This design comes from an exercise in tuning for small area on the open sky130 flow, not from production work.
Only simulation tests tie the RTL to the original design; equivalence was not proved.
The flow treats the clock pin as an ideal source, which a real chip does not have.
No activity file was given, so power comes from the tool's default toggle rates.

job 1327:
==> flow/design.v <==
module rf_oai22 (
  input  logic a1, a2, b1, b2,
  output logic y
);
  assign y = ~((a1 | a2) & (b1 | b2));
endmodule
module rf_aoi222 (
  input  logic a1, a2, b1, b2, c1, c2,
  output logic y
);
  assign y = ~((a1 & a2) | (b1 & b2) | (c1 & c2));
endmodule
module rf_nand2 (
  input  logic a, b,
  output logic y
);
  assign y = ~(a & b);
endmodule
module rf_nand4 (
  input  logic a, b, c, d,
  output logic y
);
  assign y = ~(a & b & c & d);
endmodule
module rf_nand3 (
  input  logic a, b, c,
  output logic y
);
  assign y = ~(a & b & c);
endmodule
module rf_or3 (
  input  logic a, b, c,
  output logic y
);
  assign y = a | b | c;
endmodule
module rf_xor2 (
  input  logic a, b,
  output logic y
);
  assign y = a ^ b;
endmodule
module rf_read_bit (
  input  logic [31:1] sel,
  input  logic [31:1] d,
  input  logic        x,
  output logic        y
);
  logic [10:0] n;
  for (genvar g = 0; g < 10; g++) begin : g_aoi
    rf_aoi222 u (.a1(sel[3*g+1]), .a2(d[3*g+1]),
                 .b1(sel[3*g+2]), .b2(d[3*g+2]),
                 .c1(sel[3*g+3]), .c2(d[3*g+3]), .y(n[g]));
  end
  rf_nand2 u_last (.a(sel[31]), .b(d[31]), .y(n[10]));
  logic [2:0] p;
  rf_nand4   u_p0 (.a(n[0]), .b(n[1]), .c(n[2]),  .d(n[3]), .y(p[0]));
  rf_nand4   u_p1 (.a(n[4]), .b(n[5]), .c(n[6]),  .d(n[7]), .y(p[1]));
  rf_nand3   u_p2 (.a(n[8]), .b(n[9]), .c(n[10]), .y(p[2]));
  logic       o;
  rf_or3     u_o  (.a(p[0]), .b(p[1]), .c(p[2]), .y(o));
  rf_xor2    u_x  (.a(o), .b(x), .y(y));
endmodule
module register_file #(
  parameter int                    DATA_WIDTH     = 32,
  parameter int                    ADDR_WIDTH     = 5,
  parameter logic [DATA_WIDTH-1:0] SP_RESET_VALUE = 32'h0000_03FC
) (
  input  logic                  clk,
  input  logic                  reset,
  input  logic                  RegWrite,
  input  logic [ADDR_WIDTH-1:0] WriteRegister,
  input  logic [DATA_WIDTH-1:0] WriteData,
  input  logic [ADDR_WIDTH-1:0] ReadRegister1,
  input  logic [ADDR_WIDTH-1:0] ReadRegister2,
  output logic [DATA_WIDTH-1:0] ReadData1,
  output logic [DATA_WIDTH-1:0] ReadData2
);
  localparam int DEPTH    = 2 ** ADDR_WIDTH;
  localparam int SP_INDEX = 29;
  logic                             phase;
  logic [DEPTH-1:1][DATA_WIDTH-1:0] regs_q;
  logic [DEPTH-1:1][DATA_WIDTH-1:0] regs_d;
  always_ff @(posedge clk) begin
    if (reset) phase <= 1'b0;
    else       phase <= ~phase;
  end
  logic [DATA_WIDTH-1:0] col_plain;
  logic [DATA_WIDTH-1:0] col_sp;
  assign col_plain = reset ? '1              : WriteData ^ {DATA_WIDTH{phase}};
  assign col_sp    = reset ? ~SP_RESET_VALUE : WriteData ^ {DATA_WIDTH{phase}};
  for (genvar i = 1; i < DEPTH; i++) begin : g_row
    logic wr, hold;
    assign wr   = reset | (RegWrite & (WriteRegister == ADDR_WIDTH'(i)));
    assign hold = ~wr;
    logic [DATA_WIDTH-1:0] col;
    assign col = (i == SP_INDEX) ? col_sp : col_plain;
    for (genvar b = 0; b < DATA_WIDTH; b++) begin : g_bit
      rf_oai22 u_nx (.a1(regs_q[i][b]), .a2(wr), .b1(col[b]), .b2(hold),
                     .y(regs_d[i][b]));
    end
  end
  always_ff @(posedge clk) begin
    regs_q <= regs_d;
  end
  logic [DEPTH-1:1] sel1, sel2;
  for (genvar i = 1; i < DEPTH; i++) begin : g_sel
    assign sel1[i] = (ReadRegister1 == ADDR_WIDTH'(i));
    assign sel2[i] = (ReadRegister2 == ADDR_WIDTH'(i));
  end
  logic x1, x2;
  assign x1 = phase & (ReadRegister1 != '0);
  assign x2 = phase & (ReadRegister2 != '0);
  for (genvar b = 0; b < DATA_WIDTH; b++) begin : g_bit
    logic [DEPTH-1:1] col;
    for (genvar i = 1; i < DEPTH; i++) begin : g_col
      assign col[i] = regs_q[i][b];
    end
    rf_read_bit u_r1 (.sel(sel1), .d(col), .x(x1), .y(ReadData1[b]));
    rf_read_bit u_r2 (.sel(sel2), .d(col), .x(x2), .y(ReadData2[b]));
  end
endmodule
Settings: LEC_CHECK=0, CAP_MARGIN=20, CORE_MARGIN=2, CORE_UTILIZATION=50, SLEW_MARGIN=20, SYNTH_HIERARCHICAL=1, SYNTH_MINIMUM_KEEP_SIZE=0; clock period 8.0 ns.
standard.sh (not shown) runs the stock make flow with config.mk's settings and CLKGATE_MAP_FILE= SYNTH_SCRIPT=/design/flow/synth_recipe.tcl, a recipe that flattens the netlist after the stock synthesis.
==> flow/flow/run.sh <==
#!/bin/bash
# Standard layout with these changes:
#  - ports are buffered with the smallest buffer (buf_1);
#  - after placement, the buffers that repair_design inserted are removed
#    (port buffers stay) and the design is repaired again with buffers no
#    larger than buf_2, twice (flow/rebuf.tcl);
#  - the clock tree uses clkbuf_8 leaf buffers over clusters of 16 sinks and
#    clkbuf_16 above them, with no dummy loads;
#  - after the clock tree, max slew / max capacitance are repaired with
#    global-route parasitics and buffers no larger than buf_2
#    (flow/grtfix.tcl), before the standard global route.
set -euo pipefail
export BUFFER_PORTS_ARGS="-buffer_cell sky130_fd_sc_hd__buf_1"
export CTS_ARGS="-sink_clustering_enable -repair_clock_nets -dont_use_dummy_load -buf_list sky130_fd_sc_hd__clkbuf_16 -sink_clustering_buffer sky130_fd_sc_hd__clkbuf_8 -sink_clustering_size 16 -sink_clustering_max_diameter 80"
RES=$PWD/orfs/results/sky130hd/register_file/base
bash standard.sh place > place.log 2>&1
RES_DIR=$RES REBUF_PASSES=2 openroad -no_init -exit flow/rebuf.tcl > rebuf.log 2>&1
bash standard.sh cts > cts.log 2>&1
RES_DIR=$RES openroad -no_init -exit flow/grtfix.tcl > grtfix.log 2>&1
bash standard.sh > finish.log 2>&1
Other scripts of this flow, unchanged in this note and not shown: flow/flow/grtfix.tcl, flow/flow/rebuf.tcl
Inputs modified between job 1327 and job 9191:
-- flow/design.v --
<<< job 1327, line 10
);
  assign y = ~((a1 & a2) | (b1 & b2) | (c1 & c2));
endmodule
module rf_nand2 (
>>> job 9191, line 10
);
  assign y = ~((a1 & a2) | (b1 & b2) | (c1 & c2));
endmodule
module rf_nor2 (
  input  logic a, b,
  output logic y
);
  assign y = ~(a | b);
endmodule
module rf_and2 (
  input  logic a, b,
  output logic y
);
  assign y = a & b;
endmodule
module rf_nand2 (
<<< job 1327, line 90
  assign col_plain = reset ? '1              : WriteData ^ {DATA_WIDTH{phase}};
  assign col_sp    = reset ? ~SP_RESET_VALUE : WriteData ^ {DATA_WIDTH{phase}};
  for (genvar i = 1; i < DEPTH; i++) begin : g_row
    logic wr, hold;
    assign wr   = reset | (RegWrite & (WriteRegister == ADDR_WIDTH'(i)));
    assign hold = ~wr;
    logic [DATA_WIDTH-1:0] col;
    assign col = (i == SP_INDEX) ? col_sp : col_plain;
    for (genvar b = 0; b < DATA_WIDTH; b++) begin : g_bit
      rf_oai22 u_nx (.a1(regs_q[i][b]), .a2(wr), .b1(col[b]), .b2(hold),
                     .y(regs_d[i][b]));
    end
>>> job 9191, line 102
  assign col_plain = reset ? '1              : WriteData ^ {DATA_WIDTH{phase}};
  assign col_sp    = reset ? ~SP_RESET_VALUE : WriteData ^ {DATA_WIDTH{phase}};
  localparam int HALF = DATA_WIDTH / 2;
  logic [3:0] whi_r;
  logic [7:0] wlo_r;
  for (genvar j = 0; j < 4; j++) begin : g_whi
    assign whi_r[j] = reset | (RegWrite & (WriteRegister[4:3] == 2'(j)));
  end
  for (genvar k = 0; k < 8; k++) begin : g_wlo
    assign wlo_r[k] = reset | (WriteRegister[2:0] == 3'(k));
  end
  for (genvar i = 1; i < DEPTH; i++) begin : g_row
    logic       wr;
    logic [1:0] hold;
    rf_and2  u_wr (.a(whi_r[i / 8]), .b(wlo_r[i % 8]), .y(wr));
    rf_nand2 u_h0 (.a(whi_r[i / 8]), .b(wlo_r[i % 8]), .y(hold[0]));
    rf_nand2 u_h1 (.a(whi_r[i / 8]), .b(wlo_r[i % 8]), .y(hold[1]));
    logic [DATA_WIDTH-1:0] col;
    assign col = (i == SP_INDEX) ? col_sp : col_plain;
    for (genvar b = 0; b < DATA_WIDTH; b++) begin : g_bit
      rf_oai22 u_nx (.a1(regs_q[i][b]), .a2(wr), .b1(col[b]), .b2(hold[b / HALF]),
                     .y(regs_d[i][b]));
    end
<<< job 1327, line 104
    regs_q <= regs_d;
  end
  logic [DEPTH-1:1] sel1, sel2;
  for (genvar i = 1; i < DEPTH; i++) begin : g_sel
    assign sel1[i] = (ReadRegister1 == ADDR_WIDTH'(i));
    assign sel2[i] = (ReadRegister2 == ADDR_WIDTH'(i));
  end
  logic x1, x2;
>>> job 9191, line 127
    regs_q <= regs_d;
  end
  logic [7:0] rlo1_n, rlo2_n;
  logic [3:0] rhi1_n, rhi2_n;
  for (genvar k = 0; k < 8; k++) begin : g_rlo
    assign rlo1_n[k] = ~(ReadRegister1[2:0] == 3'(k));
    assign rlo2_n[k] = ~(ReadRegister2[2:0] == 3'(k));
  end
  for (genvar j = 0; j < 4; j++) begin : g_rhi
    assign rhi1_n[j] = ~(ReadRegister1[4:3] == 2'(j));
    assign rhi2_n[j] = ~(ReadRegister2[4:3] == 2'(j));
  end
  logic [1:0][DEPTH-1:1] sel1, sel2;
  for (genvar h = 0; h < 2; h++) begin : g_half
    for (genvar i = 1; i < DEPTH; i++) begin : g_sel
      rf_nor2 u_s1 (.a(rlo1_n[i % 8]), .b(rhi1_n[i / 8]), .y(sel1[h][i]));
      rf_nor2 u_s2 (.a(rlo2_n[i % 8]), .b(rhi2_n[i / 8]), .y(sel2[h][i]));
    end
  end
  logic x1, x2;
<<< job 1327, line 117
      assign col[i] = regs_q[i][b];
    end
    rf_read_bit u_r1 (.sel(sel1), .d(col), .x(x1), .y(ReadData1[b]));
    rf_read_bit u_r2 (.sel(sel2), .d(col), .x(x2), .y(ReadData2[b]));
  end
endmodule
>>> job 9191, line 152
      assign col[i] = regs_q[i][b];
    end
    rf_read_bit u_r1 (.sel(sel1[b / HALF]), .d(col), .x(x1), .y(ReadData1[b]));
    rf_read_bit u_r2 (.sel(sel2[b / HALF]), .d(col), .x(x2), .y(ReadData2[b]));
  end
endmodule
Findings:
First-pass GRT wire length across job 9191 and job 1327: no real change.
After detailed routing, job 1327 needs more wire than job 9191.
| highest ir drop seen on vdd | higher: job 9191 |
The combined area of the multi-input logic cells number comes out lower for job 9191 vs job 1327.
Sort job 9191 and job 1327 by worst-case setup margin in the final layout, ascending, and job 9191 comes first.
Job 9191 against job 1327: register area share after synthesis fell 0.20 points; count of non-CTS buffers in the layout fell 65; cell area fell about 1.6%; area after synthesis rose 140 µm²; height of the die about even.

========
register_file, a different RTL version from the one above (not shown whole).
For scale: about 3400 cells after synthesis, about 990 flip-flops, ~37000 sq um of cells after synthesis.
==> module register_file, before the edit <==
module register_file #(
  parameter int                    DATA_WIDTH     = 32,
  parameter int                    ADDR_WIDTH     = 5,
  parameter logic [DATA_WIDTH-1:0] SP_RESET_VALUE = 32'h0000_03FC
) (
  input  logic                  clk,
  input  logic                  reset,
  input  logic                  RegWrite,
  input  logic [ADDR_WIDTH-1:0] WriteRegister,
  input  logic [DATA_WIDTH-1:0] WriteData,
  input  logic [ADDR_WIDTH-1:0] ReadRegister1,
  input  logic [ADDR_WIDTH-1:0] ReadRegister2,
  output logic [DATA_WIDTH-1:0] ReadData1,
  output logic [DATA_WIDTH-1:0] ReadData2
);
  localparam int DEPTH    = 2 ** ADDR_WIDTH;
  localparam int SP_INDEX = 29;
  logic                             phase;
  logic [DEPTH-1:1][DATA_WIDTH-1:0] regs_q;
  logic [DEPTH-1:1][DATA_WIDTH-1:0] regs_d;
  always_ff @(posedge clk) begin
    if (reset) phase <= 1'b0;
    else       phase <= ~phase;
  end
  logic [DATA_WIDTH-1:0] col_plain;
  logic [DATA_WIDTH-1:0] col_sp;
  assign col_plain = reset ? '1              : WriteData ^ {DATA_WIDTH{phase}};
  assign col_sp    = reset ? ~SP_RESET_VALUE : WriteData ^ {DATA_WIDTH{phase}};
  localparam int HALF = DATA_WIDTH / 2;
  logic [3:0] whi_r;
  logic [7:0] wlo_r;
  for (genvar j = 0; j < 4; j++) begin : g_whi
    assign whi_r[j] = reset | (RegWrite & (WriteRegister[4:3] == 2'(j)));
  end
  for (genvar k = 0; k < 8; k++) begin : g_wlo
    assign wlo_r[k] = reset | (WriteRegister[2:0] == 3'(k));
  end
  for (genvar i = 1; i < DEPTH; i++) begin : g_row
    logic       wr;
    logic [1:0] hold;
    rf_and2  u_wr (.a(whi_r[i / 8]), .b(wlo_r[i % 8]), .y(wr));
    rf_nand2 u_h0 (.a(whi_r[i / 8]), .b(wlo_r[i % 8]), .y(hold[0]));
    rf_nand2 u_h1 (.a(whi_r[i / 8]), .b(wlo_r[i % 8]), .y(hold[1]));
    logic [DATA_WIDTH-1:0] col;
    assign col = (i == SP_INDEX) ? col_sp : col_plain;
    for (genvar b = 0; b < DATA_WIDTH; b++) begin : g_bit
      rf_oai22 u_nx (.a1(regs_q[i][b]), .a2(wr), .b1(col[b]), .b2(hold[b / HALF]),
                     .y(regs_d[i][b]));
    end
  end
  always_ff @(posedge clk) begin
    regs_q <= regs_d;
  end
  logic [7:0] rlo1_n, rlo2_n;
  logic [3:0] rhi1_n, rhi2_n;
  for (genvar k = 0; k < 8; k++) begin : g_rlo
    assign rlo1_n[k] = ~(ReadRegister1[2:0] == 3'(k));
    assign rlo2_n[k] = ~(ReadRegister2[2:0] == 3'(k));
  end
  for (genvar j = 0; j < 4; j++) begin : g_rhi
    assign rhi1_n[j] = ~(ReadRegister1[4:3] == 2'(j));
    assign rhi2_n[j] = ~(ReadRegister2[4:3] == 2'(j));
  end
  localparam int THIRD = (DATA_WIDTH + 2) / 3;
  logic [2:0][DEPTH-1:1] sel1, sel2;
  for (genvar h = 0; h < 3; h++) begin : g_half
    for (genvar i = 1; i < DEPTH; i++) begin : g_sel
      rf_nor2 u_s1 (.a(rlo1_n[i % 8]), .b(rhi1_n[i / 8]), .y(sel1[h][i]));
      rf_nor2 u_s2 (.a(rlo2_n[i % 8]), .b(rhi2_n[i / 8]), .y(sel2[h][i]));
    end
  end
  logic x1, x2;
  assign x1 = phase & (ReadRegister1 != '0);
  assign x2 = phase & (ReadRegister2 != '0);
  for (genvar b = 0; b < DATA_WIDTH; b++) begin : g_bit
    logic [DEPTH-1:1] col;
    for (genvar i = 1; i < DEPTH; i++) begin : g_col
      assign col[i] = regs_q[i][b];
    end
    rf_read_bit u_r1 (.sel(sel1[b / THIRD]), .d(col), .x(x1), .y(ReadData1[b]));
    rf_read_bit u_r2 (.sel(sel2[b / THIRD]), .d(col), .x(x2), .y(ReadData2[b]));
  end
endmodule
==> flow/config.mk <==
export PLATFORM = sky130hd
export DESIGN_NAME = register_file
export DESIGN_NICKNAME = register_file
export VERILOG_FILES = /design/flow/design.v
export SDC_FILE = /design/flow/constraint.sdc
export NUM_CORES = 4
export LEC_CHECK = 0
export CAP_MARGIN = 20
export CORE_MARGIN = 2
export CORE_UTILIZATION = 50
export PLACE_DENSITY = 0.75
export SLEW_MARGIN = 20
export SYNTH_HIERARCHICAL = 1
export SYNTH_MINIMUM_KEEP_SIZE = 0
==> flow/constraint.sdc <==
create_clock -name core_clock -period 8.0 [get_ports {clk}]
set_input_delay 1.6000 -clock core_clock [delete_from_list [all_inputs] [get_ports {clk}]]
set_output_delay 1.6000 -clock core_clock [all_outputs]
set_load 0.01 [all_outputs]
==> flow/flow/run.sh <==
#!/bin/bash
# Standard layout with these changes:
#  - ports are buffered with the smallest buffer (buf_1);
#  - after placement, the buffers that repair_design inserted are removed
#    (port buffers stay) and the design is repaired again with buffers no
#    larger than buf_2, twice (flow/rebuf.tcl);
#  - the clock tree uses only clkbuf_8, with leaf clusters of 16 sinks and
#    no dummy loads;
#  - after the clock tree, max slew / max capacitance are repaired with
#    global-route parasitics and buffers no larger than buf_2
#    (flow/grtfix.tcl), before the standard global route.
set -euo pipefail
export BUFFER_PORTS_ARGS="-buffer_cell sky130_fd_sc_hd__buf_1"
export CTS_ARGS="-sink_clustering_enable -repair_clock_nets -dont_use_dummy_load -buf_list sky130_fd_sc_hd__clkbuf_8 -sink_clustering_buffer sky130_fd_sc_hd__clkbuf_8 -sink_clustering_size 16 -sink_clustering_max_diameter 80"
RES=$PWD/orfs/results/sky130hd/register_file/base
bash standard.sh place > place.log 2>&1
RES_DIR=$RES REBUF_PASSES=2 openroad -no_init -exit flow/rebuf.tcl > rebuf.log 2>&1
bash standard.sh cts > cts.log 2>&1
RES_DIR=$RES openroad -no_init -exit flow/grtfix.tcl > grtfix.log 2>&1
bash standard.sh > finish.log 2>&1
Other scripts of this flow, unchanged in this note and not shown: flow/flow/grtfix.tcl, flow/flow/rebuf.tcl
The starting point went through all stages and came out clean.
==> next run, changes <==
--- a/flow/design.v
+++ b/flow/design.v
@@ -136,9 +136,8 @@
     assign rhi1_n[j] = ~(ReadRegister1[4:3] == 2'(j));
     assign rhi2_n[j] = ~(ReadRegister2[4:3] == 2'(j));
   end
-  localparam int THIRD = (DATA_WIDTH + 2) / 3;
-  logic [2:0][DEPTH-1:1] sel1, sel2;
-  for (genvar h = 0; h < 3; h++) begin : g_half
+  logic [1:0][DEPTH-1:1] sel1, sel2;
+  for (genvar h = 0; h < 2; h++) begin : g_half
     for (genvar i = 1; i < DEPTH; i++) begin : g_sel
       rf_nor2 u_s1 (.a(rlo1_n[i % 8]), .b(rhi1_n[i / 8]), .y(sel1[h][i]));
       rf_nor2 u_s2 (.a(rlo2_n[i % 8]), .b(rhi2_n[i / 8]), .y(sel2[h][i]));
@@ -152,7 +151,7 @@
     for (genvar i = 1; i < DEPTH; i++) begin : g_col
       assign col[i] = regs_q[i][b];
     end
-    rf_read_bit u_r1 (.sel(sel1[b / THIRD]), .d(col), .x(x1), .y(ReadData1[b]));
-    rf_read_bit u_r2 (.sel(sel2[b / THIRD]), .d(col), .x(x2), .y(ReadData2[b]));
+    rf_read_bit u_r1 (.sel(sel1[b / HALF]), .d(col), .x(x1), .y(ReadData1[b]));
+    rf_read_bit u_r2 (.sel(sel2[b / HALF]), .d(col), .x(x2), .y(ReadData2[b]));
   end
 endmodule
What happened: The changed run produced a clean layout. Die area decreases by 0.62%. Synthesized cell count decreases by 1.8%. Global-route usage hardly moves. Count of clock-buffer cells in the layout stays the same. Total power barely changes.

-- what the ideal ports hide --
The flow's constraints put no driver on any port. The routed layouts listed below were extracted and timed again, unchanged, in two steps. Step 1 (the two cells are an assumption about what drives the block):
set clk [get_ports {clk}]
set_driving_cell -lib_cell sky130_fd_sc_hd__clkbuf_16 $clk
set_driving_cell -lib_cell sky130_fd_sc_hd__buf_2 [delete_from_list [all_inputs] $clk]
Step 2 times the ports against the registers' clock, not the clock port: input delays grow and output delays shrink by t, the midpoint of the rising clock arrivals with the driver on. a / b / c = no drivers / after step 1 / after step 2; a / b = the first two.
run	t, ns	setup slack, ns	hold slack, ns	worst setup path at the end	worst data-port slew with drivers (ns)
job 1327	0.673	1.314 / 1.223 / 1.223	0.475 / 0.475 / 0.475	input to output	0.16
job 9191	0.683	1.108 / 1.030 / 1.030	0.477 / 0.477 / 0.477	input to output	0.15
the first run of note 2	0.764	0.887 / 0.844 / 0.844	0.475 / 0.475 / 0.475	input to output	0.12
the second run of note 2	0.769	1.205 / 1.086 / 1.086	0.474 / 0.474 / 0.474	input to output	0.18
After both steps every run listed still meets setup and hold. For the second run of note 2, which loses most, drivers alone change the setup slack by -0.119 ns; drivers and shift together by -0.119 ns.
